What follows belongs to an exercise in optimizing a design on an open flow for small area; a production flow would make more cautious choices.
No functional check of the RTL was part of this run.
No activity file was given, so power comes from the tool's default toggle rates.

===== design/flow/design.v =====
package motion_pkg;
    typedef logic [32-1:0] word_t;
    typedef logic [4-1:0] reg_adr_t;
    typedef logic signed [32-1:0] velocity_t;
    typedef logic [32-1:0] phase_t;
    typedef logic signed [32-1:0] position_t;
    typedef enum logic [1:0] {
        IDLE,
        RUN,
        FINISH
    } tick_state_t;
endpackage
`timescale 1ns/1ns
module motion_regs (
    input  logic                     clk,
    input  logic                     rst,
    input  logic                     wb_cyc,
    input  logic                     wb_stb,
    input  logic                     wb_we,
    input  motion_pkg::reg_adr_t     wb_adr,
    input  motion_pkg::word_t        wb_wdata,
    input  logic                     busy,
    input  logic                     done,
    input  logic                     abort,
    input  logic                     es_level,
    input  motion_pkg::position_t    pos0,
    input  motion_pkg::position_t    pos1,
    output motion_pkg::word_t        wb_rdata,
    output logic                     wb_ack,
    output motion_pkg::word_t        dt,
    output motion_pkg::word_t        steps,
    output motion_pkg::velocity_t    vel0,
    output motion_pkg::velocity_t    vel1,
    output motion_pkg::word_t        pulse_n,
    output logic                     start,
    output logic                     abort_en,
    output logic                     es_pol,
    output logic                     irq,
    output logic [2-1:0]  ctrl_inv,
    output logic [2-1:0]  axis_en
);
    motion_pkg::word_t ctrl;
    motion_pkg::word_t status;
    motion_pkg::word_t rd_mux;
    logic              done_st;
    logic              aborted_st;
    logic              req;
    logic              wr_en;
    assign req   = wb_cyc & wb_stb & ~wb_ack;
    assign wr_en = wb_cyc & wb_stb & wb_we & wb_ack;  
    always_comb begin
        status                = '0;
        status[0]      = busy;
        status[1]      = done_st;
        status[2]   = aborted_st;
        status[3]   = es_level;
    end
    always_comb begin
        case (wb_adr)
            4'd0:   rd_mux = ctrl;
            4'd1:     rd_mux = dt;
            4'd2:  rd_mux = steps;
            4'd3:   rd_mux = vel0;
            4'd4:   rd_mux = vel1;
            4'd5:  rd_mux = pulse_n;
            4'd6: rd_mux = status;
            4'd7:   rd_mux = pos0;
            4'd8:   rd_mux = pos1;
            default:     rd_mux = '0;
        endcase
    end
    always_ff @(posedge clk) begin
        if (rst) begin
            wb_ack   <= 1'b0;
            wb_rdata <= '0;
        end else begin
            wb_ack <= req;
            if (req) begin
                wb_rdata <= rd_mux;
            end
        end
    end
    always_ff @(posedge clk) begin
        if (rst) begin
            ctrl    <= '0;
            dt      <= '0;
            steps   <= '0;
            vel0    <= '0;
            vel1    <= '0;
            pulse_n <= '0;
            start   <= 1'b0;
        end else begin
            start <= wr_en && (wb_adr == 4'd9);
            if (wr_en) begin
                case (wb_adr)
                    4'd0:  ctrl    <= wb_wdata;
                    4'd1:    dt      <= wb_wdata;
                    4'd2: steps   <= wb_wdata;
                    4'd3:  vel0    <= wb_wdata;
                    4'd4:  vel1    <= wb_wdata;
                    4'd5: pulse_n <= wb_wdata;
                    default: ;           
                endcase
            end
        end
    end
    always_ff @(posedge clk) begin
        if (rst) begin
            done_st    <= 1'b0;
            aborted_st <= 1'b0;
        end else begin
            if (wr_en && (wb_adr == 4'd6)) begin
                done_st    <= 1'b0;
                aborted_st <= 1'b0;
            end
            if (done) done_st <= 1'b1;
            if (abort && busy) aborted_st <= 1'b1;
        end
    end
    assign irq      = done_st | aborted_st;
    assign axis_en  = {ctrl[1], ctrl[0]};
    assign ctrl_inv = {ctrl[3], ctrl[2]};
    assign abort_en = ctrl[4];
    assign es_pol   = ctrl[5];
endmodule
`timescale 1ns/1ns
module step_tick_gen (
    input  logic               clk,
    input  logic               rst,
    input  logic               start,
    input  logic               abort,
    input  motion_pkg::word_t  dt,
    input  motion_pkg::word_t  steps,
    output logic               tick,
    output logic               busy,
    output logic               done
);
    motion_pkg::tick_state_t state;
    motion_pkg::word_t       dt_q;       
    motion_pkg::word_t       per_cnt;
    motion_pkg::word_t       remain;     
    always_ff @(posedge clk) begin
        if (rst) begin
            state   <= motion_pkg::IDLE;
            tick    <= 1'b0;
            dt_q    <= '0;
            per_cnt <= '0;
            remain  <= '0;
        end else begin
            tick <= 1'b0;
            case (state)
                motion_pkg::IDLE: begin
                    if (start) begin
                        state   <= motion_pkg::RUN;
                        dt_q    <= dt;
                        remain  <= steps;
                        per_cnt <= motion_pkg::word_t'(1);
                    end
                end
                motion_pkg::RUN: begin
                    if (abort) begin
                        state <= motion_pkg::IDLE;       
                    end else if (remain == '0) begin
                        state <= motion_pkg::FINISH;
                    end else if (per_cnt >= dt_q) begin
                        tick    <= 1'b1;
                        remain  <= remain - 1'b1;
                        per_cnt <= motion_pkg::word_t'(1);
                    end else begin
                        per_cnt <= per_cnt + 1'b1;
                    end
                end
                motion_pkg::FINISH: state <= motion_pkg::IDLE;
                default:            state <= motion_pkg::IDLE;
            endcase
        end
    end
    assign busy = (state == motion_pkg::RUN);
    assign done = (state == motion_pkg::FINISH);
endmodule
`timescale 1ns/1ns
module axis_rate_gen (
    input  logic                   clk,
    input  logic                   rst,
    input  logic                   start,
    input  logic                   tick,
    input  logic                   enable,
    input  logic                   invert,
    input  motion_pkg::velocity_t  vel,
    output logic                   step_req,
    output logic                   step_dir,
    output motion_pkg::position_t  pos
);
    motion_pkg::phase_t phase;
    motion_pkg::phase_t mag;
    logic [32:0]        sum;         
    logic               neg;
    assign neg = vel[31];
    always_comb begin
        mag = neg ? motion_pkg::phase_t'(-vel) : motion_pkg::phase_t'(vel);
        sum = {1'b0, phase} + {1'b0, mag};
    end
    always_ff @(posedge clk) begin
        if (rst) begin
            phase    <= '0;
            step_req <= 1'b0;
            step_dir <= 1'b0;
            pos      <= '0;
        end else begin
            step_req <= 1'b0;
            if (start) begin
                phase <= '0;
            end else if (tick && enable) begin
                phase    <= sum[31:0];
                step_req <= sum[32];
                step_dir <= ~neg ^ invert;   
                if (sum[32]) begin
                    pos <= neg ? pos - motion_pkg::position_t'(1)
                               : pos + motion_pkg::position_t'(1);
                end
            end
        end
    end
endmodule
`timescale 1ns/1ns
module step_pulse_gen (
    input  logic               clk,
    input  logic               rst,
    input  logic               step_req,
    input  logic               step_dir,
    input  motion_pkg::word_t  pulse_n,
    output logic               step,
    output logic               dir
);
    logic              setup;    
    motion_pkg::word_t cnt;
    always_ff @(posedge clk) begin
        if (rst) begin
            setup <= 1'b0;
            step  <= 1'b0;
            dir   <= 1'b0;
            cnt   <= '0;
        end else if (step_req) begin
            dir   <= step_dir;
            setup <= 1'b1;
            cnt   <= motion_pkg::word_t'(2 - 1);
        end else if (setup) begin
            if (cnt == '0) begin
                setup <= 1'b0;
                step  <= 1'b1;
                cnt   <= (pulse_n == '0) ? '0 : pulse_n - 1'b1;
            end else begin
                cnt <= cnt - 1'b1;
            end
        end else if (step) begin
            if (cnt == '0) begin
                step <= 1'b0;
            end else begin
                cnt <= cnt - 1'b1;
            end
        end
    end
endmodule
`timescale 1ns/1ns
module endstop_guard (
    input  logic  clk,
    input  logic  rst,
    input  logic  endstop,
    input  logic  es_pol,
    input  logic  abort_en,
    output logic  es_level,
    output logic  abort
);
    localparam int DB_W = $clog2(4 + 1);
    logic            sync_a;
    logic            sync_b;
    logic [DB_W-1:0] db_cnt;
    always_ff @(posedge clk) begin
        if (rst) begin
            sync_a <= 1'b0;
            sync_b <= 1'b0;
        end else begin
            sync_a <= endstop;
            sync_b <= sync_a;
        end
    end
    always_ff @(posedge clk) begin
        if (rst) begin
            es_level <= 1'b0;
            db_cnt   <= '0;
        end else if (sync_b == es_level) begin
            db_cnt <= '0;                        
        end else if (db_cnt == DB_W'(4 - 1)) begin
            es_level <= sync_b;
            db_cnt   <= '0;
        end else begin
            db_cnt <= db_cnt + 1'b1;
        end
    end
    assign abort = abort_en & (es_level == es_pol);
endmodule
`timescale 1ns/1ns
module motion_top (
    input  logic                     clk,
    input  logic                     rst,
    input  logic                     wb_cyc,
    input  logic                     wb_stb,
    input  logic                     wb_we,
    input  motion_pkg::reg_adr_t     wb_adr,
    input  motion_pkg::word_t        wb_wdata,
    output motion_pkg::word_t        wb_rdata,
    output logic                     wb_ack,
    input  logic                     endstop,
    output logic [2-1:0]  mot_step,
    output logic [2-1:0]  mot_dir,
    output logic [2-1:0]  mot_enable,
    output logic                     irq
);
    motion_pkg::word_t      dt;
    motion_pkg::word_t      steps;
    motion_pkg::word_t      pulse_n;
    motion_pkg::velocity_t  vel0;
    motion_pkg::velocity_t  vel1;
    motion_pkg::position_t  pos0;
    motion_pkg::position_t  pos1;
    logic                   start;
    logic                   tick;
    logic                   busy;
    logic                   done;
    logic                   abort;
    logic                   abort_en;
    logic                   es_pol;
    logic                   es_level;
    logic [2-1:0] ctrl_inv;
    logic [2-1:0] axis_en;
    logic [2-1:0] step_req;
    logic [2-1:0] step_dir;
    assign mot_enable = ~axis_en;    
    motion_regs i_motion_regs (
        .clk(clk), .rst(rst),
        .wb_cyc(wb_cyc), .wb_stb(wb_stb), .wb_we(wb_we),
        .wb_adr(wb_adr), .wb_wdata(wb_wdata),
        .busy(busy), .done(done), .abort(abort), .es_level(es_level),
        .pos0(pos0), .pos1(pos1),
        .wb_rdata(wb_rdata), .wb_ack(wb_ack),
        .dt(dt), .steps(steps), .vel0(vel0), .vel1(vel1), .pulse_n(pulse_n),
        .start(start), .abort_en(abort_en), .es_pol(es_pol), .irq(irq),
        .ctrl_inv(ctrl_inv), .axis_en(axis_en)
    );
    step_tick_gen i_step_tick_gen (
        .clk(clk), .rst(rst), .start(start), .abort(abort),
        .dt(dt), .steps(steps),
        .tick(tick), .busy(busy), .done(done)
    );
    endstop_guard i_endstop_guard (
        .clk(clk), .rst(rst), .endstop(endstop), .es_pol(es_pol),
        .abort_en(abort_en), .es_level(es_level), .abort(abort)
    );
    axis_rate_gen i_axis_rate_gen_0 (
        .clk(clk), .rst(rst), .start(start), .tick(tick),
        .enable(axis_en[0]), .invert(ctrl_inv[0]), .vel(vel0),
        .step_req(step_req[0]), .step_dir(step_dir[0]), .pos(pos0)
    );
    axis_rate_gen i_axis_rate_gen_1 (
        .clk(clk), .rst(rst), .start(start), .tick(tick),
        .enable(axis_en[1]), .invert(ctrl_inv[1]), .vel(vel1),
        .step_req(step_req[1]), .step_dir(step_dir[1]), .pos(pos1)
    );
    step_pulse_gen i_step_pulse_gen_0 (
        .clk(clk), .rst(rst), .step_req(step_req[0]), .step_dir(step_dir[0]),
        .pulse_n(pulse_n), .step(mot_step[0]), .dir(mot_dir[0])
    );
    step_pulse_gen i_step_pulse_gen_1 (
        .clk(clk), .rst(rst), .step_req(step_req[1]), .step_dir(step_dir[1]),
        .pulse_n(pulse_n), .step(mot_step[1]), .dir(mot_dir[1])
    );
endmodule

===== design/flow/run.sh =====
#!/bin/bash
# synth_recipe.tcl (not shown) runs the flow's synth.tcl, then flattens the netlist and writes it again
# the make line also repeats each setting of config.mk as NAME=value (left out here)
make -C /OpenROAD-flow-scripts/flow DESIGN_CONFIG=/design/flow/config.mk WORK_HOME=/design/flow/orfs CLKGATE_MAP_FILE= SYNTH_SCRIPT=/design/flow/synth_recipe.tcl finish

===== design/flow/config.mk =====
export PLATFORM = sky130hd
export DESIGN_NAME = motion_top
export DESIGN_NICKNAME = motion_top
export VERILOG_FILES = /design/flow/design.v
export SDC_FILE = /design/flow/constraint.sdc
export NUM_CORES = 4
export LEC_CHECK = 0
export CAP_MARGIN = 20
export CORE_MARGIN = 2
export CORE_UTILIZATION = 40
export SLEW_MARGIN = 20

===== design/flow/constraint.sdc =====
create_clock -name core_clock -period 10.0 [get_ports {clk}]
set_input_delay 2.0000 -clock core_clock [delete_from_list [all_inputs] [get_ports {clk}]]
set_output_delay 2.0000 -clock core_clock [all_outputs]
set_load 0.01 [all_outputs]

==> impl_results.md <==
- Fin. Hold Viols: 0
- Syn nets: 4382
- First-pass detailed-route iteration total: 6
- Final Util: 45.2%
- Largest net degree at the start of global routing: 92
- Main flop type after synthesis: dfxtp_1
- CTS tree: built
- Die ar.: 81200 µm²
- Chip height: 285 µm
- Routed Wire Length: 114000 µm
- Row count: 103
- First-pass GRT wire length: 172000 µm
- Endpoint class of the critical path: flip-flop
- Clk slew on worst S/H paths: 60 ps
- DRT iter0 DRCs: 3311
- Setup-failing EPs final: 0
- Mapped cell area: 31600 µm²
- Relative slew margins: 26.1%
- Synth cell types: 76
- Io pins: 82
- RePlAce Congestion: 0.943
- Worst-case reg-to-reg path depth: 18
- Post-synthesis sequential area ratio: 33.9%
- Average cell area after synthesis: 7.57 µm²
- Number of buffers created by CTS: 67
- Overall routing resource usage: 27.2%
- Startpoint types: flip-flop
- Clk root buf: clkbuf_16
- Htree depth: 3
- Total number of vias: 30799
- Max Cap Viol: 0
- CTS Hold Bufs: 0
- Final std cells w/o fill: 5231
- ANT nets after route: 0
- Nets@finish: 4343
- Period utilization: 55.6%
- HPWL Detailed: 81500 µm
- Cell Chain, Critical Path: or4_4 > or3_1 > or3_4 > or3_4 > or3_4 > or3_4 > nand2_1 > xnor2_1 > ha_1 > nand2_1 > o21ai_0 > nor4_1 > o41a_1 > o21ai_0 > o211ai_1 > buf_4 > or4_1 > a21oi_1
- CP max-delay cell: or4_1
- Area growth from synthesis to layout: 12.6%
- Lkg Pwr: 13.5 nW
- Post-CTS Setup Repair Bufs: 0
- IO Port Bufs: 81
- Yosys Warn Count: 5
- Status: complete, no violations
- Async SR Flop Fraction: 0%
- Cell mode on critical path: or3_4
- CP arrival: 6100 ps
- Worst hold margin: 424 ps
- Area contributors post-synth: dfxtp_1 (34%), nand2_1 (9.0%), a21oi_1 (8.0%), ha_1 (6.6%), nor2_1 (4.2%)
- Layout cells sized above 1: 5.45%
- Worst Path Max Fanout: 55
- Initial antenna violation count: 3
- Vias per inst: 5.89
- Setup Crit Path Kind: flip-flop to flip-flop
- CTS resizes: 0
- Top cell type's share of synthesized area: 33.9%
- Unrepaired setup endpoints after global routing: no
- Gate Count Post-Synth: 4169
- Tmin final: 5560 ps
- Cell accounting for the most synthesized area: dfxtp_1
- Setup TNS: 0 ps
- Core Box Area: 78600 µm²
- Flops & latches, synth: 535
- Hold Path Depth: 1
- Avg WL per Cell: 21.7 µm
- Worst-Skew Late Latency: 620 ps
- Clock buffer depth: 3
- Initial Util: 40.1%
- Peak supply drop: 0.103 mV
- F_max: 180 MHz
- Global route overflow: 0
- Actual slew at the worst max-slew pin: 1110 ps
- Inst Count DP: 5111
- Pins Over Slew Limit: 0
- Clock Skew: 30.9 ps
- HP Class: flip-flop to flip-flop
- CP required: 10540 ps
- CP max stage delay: 610 ps
- Vias in the first global route: 27813
- Residual DRC: 0
- CTS Sinks: 535
- Die width: 285 µm
- P per Cell Area: 134 nW/µm²
- Number of flops mapped to enable cells by yosys: 0
==> layout by cell type, fill, tap and decap left out, types with 12 or more instances in the layout <==
master | synthesis | routed
a22oi_1 | 162 | 162
dfxtp_1 | 535 | 533
clkbuf_8 | 0 | 15
o21a_1 | 28 | 28
inv_1 | 96 | 96
a21oi_1 | 505 | 504
nand4_1 | 59 | 59
nand2_1 | 756 | 755
clkbuf_1 | 216 | 12
and3_1 | 25 | 25
xor2_1 | 74 | 74
xnor2_1 | 134 | 134
nor2b_1 | 28 | 27
nand2b_1 | 32 | 31
or2_2 | 20 | 20
buf_4 | 4 | 52
clkbuf_16 | 0 | 68
or3_1 | 31 | 31
a211oi_1 | 44 | 44
ha_1 | 167 | 167
o22ai_1 | 16 | 16
and4_1 | 14 | 14
nand3_1 | 67 | 67
or4_1 | 20 | 20
o31ai_1 | 44 | 44
nor2_1 | 354 | 351
nor3_1 | 97 | 91
o21ai_0 | 207 | 206
a21o_1 | 70 | 69
a22o_1 | 17 | 17
clkdlybuf4s50_1 | 0 | 80
o211ai_1 | 24 | 24
a31oi_1 | 24 | 22
mux2i_1 | 53 | 53
o21bai_1 | 13 | 13
nor4_1 | 42 | 37
==> per-stage QoR <==
| step | total power, mW | instance area, µm² | worst slack, ps |
|---|---|---|---|
| global route | 4.89 | 35500 | 4200 |
| detailed placement | 2.31 | 33300 | 4510 |
| floorplan | 2.23 | 31600 | 4990 |
| global placement | 2.31 | 33300 | 4530 |
| CTS | 4.81 | 35500 | 4490 |
| finish | 4.78 | 35500 | 4440 |
==> synth_stat cells (44+ instances only) <==
library cell and number:
dfxtp_1 535, a22oi_1 162, o31ai_1 44, clkbuf_1 216, o21ai_0 207, a21oi_1 505, mux2i_1 53, ha_1 167
inv_1 96, nand4_1 59, nor2_1 354, xor2_1 74, nand3_1 67, xnor2_1 134, a211oi_1 44, nor3_1 97
nand2_1 756, a21o_1 70
==> final timing paths <==
check	start	to	slack, ps
hold reg to reg	i_endstop_guard.db_cnt[0]	i_endstop_guard.db_cnt[0]	420
setup reg to reg	i_motion_regs.vel1[6]	i_axis_rate_gen_1.pos[28]	4440
setup / recovery	i_motion_regs.vel1[6]	i_axis_rate_gen_1.pos[28]	4440
hold / removal	i_endstop_guard.db_cnt[0]	i_endstop_guard.db_cnt[0]	420
==> layout make-up <==
cell class | count | area (µm²)
Inverter | 97 | 364
Multi-Input combinational cell | 3294 | 19700
Clock inverter | 24 | 293
Fill cell | 8010 | 43100
Tap cell | 1050 | 1310
Timing Repair Buffer | 135 | 1240
Antenna cell | 1 | 2.50
Clock buffer | 95 | 1950
Sequential cell | 535 | 10700
==> layer usage <==
metal,global-route usage [%],wire (µm),up-vias
met5,0,13,-
met4,11.6,5360,2
met3,5.04,9510,233
met2,41.9,49400,1148
met1,37.3,49500,14534
li1,-,-,14882
==> critical path: cells and delay by family, from the launching register on <==
family                   cells  cell delay (ps)
buffers and inverters        1              330
XOR/XNOR                     1               80
flip-flops                   1              370
adder cells (fa/ha/maj)      1              390
AND/OR/NAND/NOR             10             3220
AO/OA/AOI/OAI                5             1020
==> power breakdown <==
| part | internal [mW] | switching, mW | leakage (nW) |
|---|---|---|---|
| logic | 0.0268 | 0.110 | 8.11 |
| registers | 2.13 | 0.00130 | 4.31 |
| clock network | 1.50 | 1.01 | 1.10 |
| total | 3.66 | 1.12 | 13.5 |
==> kinds of logic (layout without fill, tap and decap cells) <==
logic type / Yosys count / count (layout) / share of synthesized area [%]
other: 0 / 1 / 0
xor gates and xnor gates: 208 / 208 / 5.77
AOI/OAI and AO/OA: 1262 / 1262 / 24.8
adders and majority gates: 171 / 171 / 6.87
and+or+nand+nor: 1600 / 1600 / 22.8
DFF: 535 / 535 / 33.9
buffers and inverters: 340 / 351 / 4.11
muxes: 53 / 53 / 1.68

re-timing with driven ports:
The results above use ideal ports. As a check the final layout listed here was re-extracted and re-timed, cells and wires unchanged. Step 1, drivers: a clkbuf_16 drives clk and a buf_2 each remaining input, both assumed. Step 2, shift: input delay + t, output delay - t, t = (earliest + latest rising clock arrival at the registers) / 2. This alone moves slack from input paths to output paths. Slacks: ideal ports / drivers / drivers and shift; pairs: ideal ports / drivers.
shift t [ns]: 0.677
setup WS [ns]: 4.442 / 4.442 / 4.442
worst hold slack (ns): 0.424 / 0.424 / 0.424
clock arrival spread, ns: 0.032 / 0.032
After both steps setup and hold are still met in this run. For this run, drivers alone change the setup slack by 0.000 ns; drivers and shift together by 0.000 ns.
